This is an optimization exercise on Yosys and OpenROAD, whose aim is small area, a short achievable clock period and few clock cycles, not a production implementation. Power and IR drop assume default switching activity.

Design hdc_encoder_top, start of the top module:
module hdc_encoder_top (
  input  logic      clk_i,
  input  logic      rst_i,
  input  logic      csr_we_i,
  input  logic      csr_re_i,
  input  hdc_pkg::csr_addr_t csr_addr_i,
  input  hdc_pkg::csr_data_t csr_wdata_i,
  output hdc_pkg::csr_data_t csr_rdata_o,
  output logic      csr_rvalid_o,
  output hdc_pkg::hv_t       qhv_o,
  output logic      qhv_valid_o
);
  localparam int unsigned LANES = hdc_pkg::HV_DIM / 2;
  logic     start, n_zero, busy, done;
  logic [hdc_pkg::HV_DIM/2-1:0] grp;
  hdc_pkg::count_t   num_items;
  hdc_pkg::im_addr_t base_a, ab_dist;
  logic [hdc_pkg::IM_DEPTH*hdc_pkg::HV_DIM-1:0] mem;
  logic [LANES*hdc_pkg::IM_DEPTH-1:0] y;
  logic [hdc_pkg::IM_DEPTH-1:0] mask;
  hdc_csr u_csr (
    .clk_i        ( clk_i        ), .rst_i        ( rst_i        ),
    .csr_we_i     ( csr_we_i     ), .csr_re_i     ( csr_re_i     ),
    .csr_addr_i   ( csr_addr_i   ), .csr_wdata_i  ( csr_wdata_i  ),
    .busy_i       ( busy         ), .done_i       ( done         ),
    .result_i     ( qhv_o        ), .csr_rdata_o  ( csr_rdata_o  ),
    .csr_rvalid_o ( csr_rvalid_o ), .start_o      ( start        ),
    .n_zero_o     ( n_zero       ), .num_items_o  ( num_items    ),
    .base_a_o     ( base_a       ), .dist_o       ( ab_dist         )
  );
  im_shared_mem u_mem (
    .clk_i ( clk_i ), .csr_we_i ( csr_we_i ), .csr_addr_i ( csr_addr_i ),
    .csr_wdata_i ( csr_wdata_i ), .mem_o ( mem )
  );
  im_fetcher #(.LANES(LANES)) u_fetch (
    .mem_i ( mem ), .grp_i ( grp ), .num_items_i ( num_items ),
  ...
==> module hv_bundler, before the edit <==
module hv_bundler #(
  parameter int unsigned LANES = 16
) (
  input  logic   clk_i,
  input  logic   rst_i,
  input  logic   start_i,
  input  logic   n_zero_i,
  input  hdc_pkg::count_t num_items_i,
  input  logic [LANES*hdc_pkg::IM_DEPTH-1:0] y_i,
  input  logic [hdc_pkg::IM_DEPTH-1:0]       mask_i,
  output logic [LANES-1:0] grp_o,
  output logic   busy_o,
  output logic   done_o,
  output hdc_pkg::hv_t    qhv_o,
  output logic   qhv_valid_o
);
  localparam int unsigned D = hdc_pkg::IM_DEPTH;
  logic       ph1_q, ph2_q, ph3_q;
  logic       accept;
  logic [4:0]         thr_q [9];   
  logic [LANES-1:0]   maj;
  logic [LANES-1:0]   part_q;
  assign accept = start_i && !n_zero_i && !ph1_q && !ph2_q;
  assign busy_o = ph1_q || ph2_q || ph3_q;
  logic [LANES-1:0] par_q;
  logic             par_dec_q;
  always_ff @(posedge clk_i) begin
    if (rst_i) begin
      par_q     <= '0;
      par_dec_q <= 1'b0;
    end else begin
      par_q     <= ~par_q;
      par_dec_q <= ~par_dec_q;
    end
  end
  assign grp_o = par_q;
  always_ff @(posedge clk_i) begin
    if (rst_i) begin
      ph1_q       <= 1'b0;
      ph2_q       <= 1'b0;
      ph3_q       <= 1'b0;
      done_o      <= 1'b0;
      qhv_valid_o <= 1'b0;
    end else begin
      ph1_q       <= accept;
      ph2_q       <= ph1_q;
      ph3_q       <= ph2_q;
      qhv_valid_o <= ph3_q;
      if (accept) begin
        done_o <= 1'b0;
      end else if (ph3_q) begin
        done_o <= 1'b1;
      end
    end
  end
  logic [2:0] qcap, rhalf;
  assign qcap  = (num_items_i[7:6] != 2'd0) ? 3'd4 : {1'b0, num_items_i[5:4]};
  assign rhalf = num_items_i[3:1];
  for (genvar h = 0; h < 9; h++) begin : g_thr
    logic [5:0] base, step, t;
    assign base = {3'b0, rhalf} + 6'd1;
    if (h <= 4) begin : g_up
      assign step = 6'(qcap * (8 - 2 * h));
      assign t    = base + step;
      always_ff @(posedge clk_i) begin
        thr_q[h] <= (t > 6'd16) ? 5'd16 : t[4:0];
      end
    end else begin : g_down
      assign step = 6'(qcap * (2 * h - 8));
      assign t    = base - step;
      always_ff @(posedge clk_i) begin
        thr_q[h] <= (base > step) ? t[4:0] : 5'd0;
      end
    end
  end
  function automatic logic [1:0] fadd(input logic a, input logic b, input logic c);
    fadd = {(a & b) | (a & c) | (b & c), a ^ b ^ c};
  endfunction
  function automatic logic [7:0] csa16(input logic [15:0] v);
    logic [1:0] f0, f1, f2, f3, f4, g0, g1, g2;
    f0 = fadd(v[0],  v[1],  v[2]);
    f1 = fadd(v[3],  v[4],  v[5]);
    f2 = fadd(v[6],  v[7],  v[8]);
    f3 = fadd(v[9],  v[10], v[11]);
    f4 = fadd(v[12], v[13], v[14]);
    g0 = fadd(f0[0], f1[0], f2[0]);
    g1 = fadd(f3[0], f4[0], v[15]);
    g2 = fadd(f0[1], f1[1], f2[1]);
    csa16 = {g2[1], f4[1], f3[1], g2[0], g1[1], g0[1], g1[0], g0[0]};
  endfunction
  function automatic logic [2:0] count6(input logic [5:0] v);
    logic [1:0] a, b;
    a = fadd(v[0], v[1], v[2]);
    b = fadd(v[3], v[4], v[5]);
    count6 = {1'b0, a} + {1'b0, b};
  endfunction
  for (genvar l = 0; l < LANES; l++) begin : g_lane
    logic [D-1:0] y, ym;
    logic [7:0]   all_q, ext_c_q;   
    logic [3:0]   half;             
    logic [3:0]   s_ext;
    logic [4:0]   thr, thr_sel_q;   
    logic [3:0]   ext_q;            
    assign y  = y_i[l*D +: D];
    assign ym = y & mask_i;
    always_ff @(posedge clk_i) begin
      all_q   <= csa16(y);
      ext_c_q <= csa16(ym);
    end
    assign half  = 4'(count6({all_q[6:2], all_q[0]})) + {2'b0, all_q[7], 1'b0};
    assign s_ext = 4'(ext_c_q[0]) + 4'(ext_c_q[1]) +
                   {2'b0, count6({1'b0, ext_c_q[6:2]}), 1'b0} + {1'b0, ext_c_q[7], 2'b0};
    always_comb begin
      thr = '0;
      for (int h = 0; h < 9; h++) thr = thr | ((half == 4'(h)) ? thr_q[h] : 5'd0);
    end
    always_ff @(posedge clk_i) begin
      thr_sel_q <= thr;
      ext_q     <= s_ext;
    end
    assign maj[l] = ({1'b0, ext_q} >= thr_sel_q);
  end
  always_ff @(posedge clk_i) begin
    part_q <= maj;
  end
  always_ff @(posedge clk_i) begin
    if (ph3_q) qhv_o <= par_dec_q ? {maj, part_q} : {part_q, maj};
  end
endmodule
==> flow/config.mk <==
export PLATFORM = sky130hd
export DESIGN_NAME = hdc_encoder_top
export DESIGN_NICKNAME = hdc_encoder_top
export VERILOG_FILES = /design/flow/design.v
export SDC_FILE = /design/flow/constraint.sdc
export NUM_CORES = 4
export LEC_CHECK = 0
export ABC_AREA = 1
export CAP_MARGIN = 20
export CORE_MARGIN = 2
export CORE_UTILIZATION = 40
export SETUP_SLACK_MARGIN = 1.9
export SLEW_MARGIN = 20
==> flow/constraint.sdc <==
create_clock -name core_clock -period 5.0 [get_ports {clk_i}]
set_input_delay 1.0000 -clock core_clock [delete_from_list [all_inputs] [get_ports {clk_i}]]
set_output_delay 1.0000 -clock core_clock [all_outputs]
set_load 0.01 [all_outputs]
run.sh (not shown) runs the stock make flow with config.mk's settings and CLKGATE_MAP_FILE= SYNTH_SCRIPT=/design/flow/synth_recipe.tcl, a recipe that flattens the netlist after the stock synthesis.
==> next run, changes <==
--- a/flow/design.v
+++ b/flow/design.v
@@ -175,4 +175,6 @@
   logic       ph1_q, ph2_q, ph3_q;
   logic       accept;
+  logic [2:0]         qcap_q;    
+  logic [2:0]         rhalf_q;   
   logic [4:0]         thr_q [9];   
   logic [LANES-1:0]   maj;
@@ -211,12 +213,13 @@
     end
   end
-  logic [2:0] qcap, rhalf;
-  assign qcap  = (num_items_i[7:6] != 2'd0) ? 3'd4 : {1'b0, num_items_i[5:4]};
-  assign rhalf = num_items_i[3:1];
+  always_ff @(posedge clk_i) begin
+    qcap_q  <= (num_items_i[7:6] != 2'd0) ? 3'd4 : {1'b0, num_items_i[5:4]};
+    rhalf_q <= num_items_i[3:1];
+  end
   for (genvar h = 0; h < 9; h++) begin : g_thr
     logic [5:0] base, step, t;
-    assign base = {3'b0, rhalf} + 6'd1;
+    assign base = {3'b0, rhalf_q} + 6'd1;
     if (h <= 4) begin : g_up
-      assign step = 6'(qcap * (8 - 2 * h));
+      assign step = 6'(qcap_q * (8 - 2 * h));
       assign t    = base + step;
       always_ff @(posedge clk_i) begin
@@ -224,5 +227,5 @@
       end
     end else begin : g_down
-      assign step = 6'(qcap * (2 * h - 8));
+      assign step = 6'(qcap_q * (2 * h - 8));
       assign t    = base - step;
       always_ff @(posedge clk_i) begin
@@ -257,6 +260,7 @@
     logic [3:0]   half;             
     logic [3:0]   s_ext;
-    logic [4:0]   thr, thr_sel_q;   
+    logic [8:0]   half_q;           
     logic [3:0]   ext_q;            
+    logic [4:0]   thr;
     assign y  = y_i[l*D +: D];
     assign ym = y & mask_i;
@@ -268,16 +272,16 @@
     assign s_ext = 4'(ext_c_q[0]) + 4'(ext_c_q[1]) +
                    {2'b0, count6({1'b0, ext_c_q[6:2]}), 1'b0} + {1'b0, ext_c_q[7], 2'b0};
+    always_ff @(posedge clk_i) begin
+      for (int h = 0; h < 9; h++) half_q[h] <= (half == 4'(h));
+      ext_q <= s_ext;
+    end
     always_comb begin
       thr = '0;
-      for (int h = 0; h < 9; h++) thr = thr | ((half == 4'(h)) ? thr_q[h] : 5'd0);
-    end
-    always_ff @(posedge clk_i) begin
-      thr_sel_q <= thr;
-      ext_q     <= s_ext;
+      for (int h = 0; h < 9; h++) thr = thr | (half_q[h] ? thr_q[h] : 5'd0);
     end
-    assign maj[l] = ({1'b0, ext_q} >= thr_sel_q);
+    assign maj[l] = ({1'b0, ext_q} >= thr);
   end
   always_ff @(posedge clk_i) begin
-    part_q <= maj;
+    if (ph2_q) part_q <= maj;
   end
   always_ff @(posedge clk_i) begin
Result: The new run completed without violations; final cell count climbs by about 1.4%; utilization drops by 2.0 points; sequential share of layout area climbs by 2.3 points; die area climbs by about 3%; synthesized area climbs by 3.0%; routed wire length drops by about 2.8%; power drops by about 3.5%.
No functional check of the RTL was part of any run of this note.

-- port drivers added, routing unchanged --
The results above use ideal ports. As a check the final layouts listed here were re-extracted and re-timed, cells and wires unchanged.
Step 1, drivers: a clkbuf_16 drives clk_i and a buf_2 each remaining input, both assumed.
Step 2, shift: input delay + t, output delay - t, t = (earliest + latest rising clock arrival at the registers) / 2. This alone moves slack from input paths to output paths.
Slacks: ideal ports / drivers / drivers and shift; pairs: ideal ports / drivers.
| run | t, ns | setup slack, ns | hold WS [ns] | worst setup path after step 2 | worst slew at a driven data input, ns |
|---|---|---|---|---|---|
| the first run | 0.857 | 1.750 / 1.750 / 1.089 | 0.421 / 0.421 / 0.421 | input to register | 0.13 |
| the second run | 0.855 | 1.871 / 1.871 / 1.143 | 0.427 / 0.427 / 0.427 | input to register | 0.14 |
After both steps every run listed still meets setup and hold. The setup slack of the second run, which loses most, moves by 0.000 ns with the drivers and by -0.728 ns with both steps.
